This is an optimization exercise on Yosys and OpenROAD, whose aim is small area, a short achievable clock period and few clock cycles per item, not a production implementation. Only simulation tests tie the RTL to the original design; equivalence was not proved. Power is estimated from default activity; no workload was simulated.

Design best_fit_block_allocator_core, start of the top module:
module best_fit_block_allocator_core #(
  parameter int SLOTS        = bfa_pkg::SLOTS_DEFAULT,
  parameter int ADDRESS_BITS = bfa_pkg::ADDRESS_BITS_DEFAULT
) (
  input  logic                      clk,
  input  logic                      rst,
  input  logic                      cfg_valid,
  output logic                      cfg_ready,
  input  logic [bfa_pkg::CFG_W-1:0] cfg_data,
  input  logic                      in_valid,
  output logic                      in_ready,
  input  logic [37:0]               in_data,
  output logic                      out_valid,
  input  logic                      out_ready,
  output logic [37:0]               out_data
);
Size: roughly 89 I/O pins, roughly 0.053 sq mm of cells after synthesis.
clock: 10.0 ns
lec_check: 0
cap_margin: 20
core_margin: 2
core_utilization: 55
setup_slack_margin: 3.75
slew_margin: 20
synth_hierarchical: 1
synth_minimum_keep_size: 0
tns_end_percent: 5
run.sh (not shown) runs the stock make flow with config.mk's settings and CLKGATE_MAP_FILE= SYNTH_SCRIPT=/design/flow/synth_recipe.tcl, a recipe that flattens the netlist after the stock synthesis.
Testbench counts at the start, summed over its fixed seeds: cycles 6,640, items 6,528.
==> next run, changes <==
- SETUP_SLACK_MARGIN: 3.75 -> 4.0
The new run completed without violations.
Via count goes up by a few percent.
Worst hold slack hardly moves.
Routed wire length goes up by a few percent.
Cell count goes up slightly.

before:
best_fit_block_allocator_core again, from the RTL that the note above started with.
export LEC_CHECK = 0
export CAP_MARGIN = 20
export CORE_MARGIN = 2
export CORE_UTILIZATION = 50
export SETUP_SLACK_MARGIN = 3.75
export SLEW_MARGIN = 20
export SYNTH_HIERARCHICAL = 1
export SYNTH_MINIMUM_KEEP_SIZE = 0
export TNS_END_PERCENT = 5
create_clock -name core_clock -period 10.0 [get_ports {clk}]
Testbench counts of before, summed over its fixed seeds: cycles 6,640, items 6,528.
Modified inputs, after compared to before
--- a/flow/config.mk
+++ b/flow/config.mk
@@ -9,4 +9,4 @@
 export CORE_MARGIN = 2
-export CORE_UTILIZATION = 50
-export SETUP_SLACK_MARGIN = 3.75
+export CORE_UTILIZATION = 55
+export SETUP_SLACK_MARGIN = 3.5
 export SLEW_MARGIN = 20
Results
- Wire length: before vs after, no meaningful difference
- Going from before to after, area enclosed by the die boundary shrinks by 9.0%.
- The final reports for after and before show peak clock frequency supported by timing lower in the former.
- Looking at combinational cell fraction of total power, after sits below before.
- Switching power summed over all nets: lower on after
- Diff before -> after: non-clock buffer count saw a decrease, count of standard-cell rows went down by 5.

== v6 ==
best_fit_block_allocator_core again, from the RTL that the note above started with.
## best_fit_block_allocator_core
module best_fit_block_allocator_core #(
  parameter int SLOTS        = bfa_pkg::SLOTS_DEFAULT,
  parameter int ADDRESS_BITS = bfa_pkg::ADDRESS_BITS_DEFAULT
) (
  input  logic                      clk,
  input  logic                      rst,
  input  logic                      cfg_valid,
  output logic                      cfg_ready,
  input  logic [bfa_pkg::CFG_W-1:0] cfg_data,
  input  logic                      in_valid,
  output logic                      in_ready,
  input  logic [37:0]               in_data,
  output logic                      out_valid,
  input  logic                      out_ready,
  output logic [37:0]               out_data
);
clock: 10.0 ns
lec_check: 0
cap_margin: 20
core_margin: 2
core_utilization: 62
setup_slack_margin: 3.75
slew_margin: 20
synth_hierarchical: 1
synth_minimum_keep_size: 0
tns_end_percent: 5
Per the final summary, v6 finished and its layout is clean on timing, DRC and antenna.
Testbench counts of v6, summed over its fixed seeds: cycles 6,640, items 6,528.
The following lists how v7 was set up differently from v6:
Settings: swapping 62 for 55 in CORE_UTILIZATION; swapping 3.75 for 4.5 in SETUP_SLACK_MARGIN.
### Flow results
- v7 completed end to end with timing, DRC and antenna clean.
- v6 went all the way through synthesis, placement and routing and the layout is clean on timing, DRC and antenna.
- Per the comparison of v7 with v6, area used by sequential logic in the layout ~0 delta, detail-routed net length per standard cell -1.1%, logic gate share of total power +2.5 points, overall fraction of global-route tracks in use -3.7 points, total chip power +about 3.6%.
- Sum of routed wire length over all layers on v7 is up relative to v6.
- As far as synthesized cell count goes, v7 and v6 are indistinguishable; the numbers are identical.
- v6 has lower placed instance count than v7.
- v7 vs v6 — maximum frequency rose 4.6 MHz.
- Looking at v7 and v6, the insertion delay of the later-clocked pin in the worst-skew pair is a wash.
- Comparing v7 and v6, the lower via count of the first global-routing pass is on v7.

what the ideal ports hide:
No port has a modelled driver above. Below, the same layouts with a new extraction and two added sets of constraints. Step 1 (the two cells are an assumption about what drives the block):
set clk [get_ports {clk}]
set_driving_cell -lib_cell sky130_fd_sc_hd__clkbuf_16 $clk
set_driving_cell -lib_cell sky130_fd_sc_hd__buf_2 [delete_from_list [all_inputs] $clk]
Step 2 adds t to the input delays and takes it off the output delays; t is the mean of the earliest and latest rising clock arrival at the registers after step 1. Input paths then give back, and output paths get back, about the clock's delay inside the block. a / b / c = ideal / step 1 / step 2; a / b = the first two.
| run | t, ns | setup slack, ns | worst register clock-pin slew, ns |
|---|---|---|---|
| the first run of note 1 | 0.754 | 3.651 / 3.651 / 3.651 | 0.06 / 0.06 |
| the second run of note 1 | 0.772 | 3.819 / 3.819 / 3.819 | 0.07 / 0.07 |
| before | 0.757 | 3.677 / 3.677 / 3.677 | 0.07 / 0.07 |
| after | 0.757 | 3.507 / 3.507 / 3.507 | 0.06 / 0.06 |
| v6 | 0.774 | 3.553 / 3.553 / 3.553 | 0.07 / 0.07 |
| v7 | 0.766 | 3.738 / 3.738 / 3.738 | 0.07 / 0.07 |
After both steps every run listed still meets setup and hold.
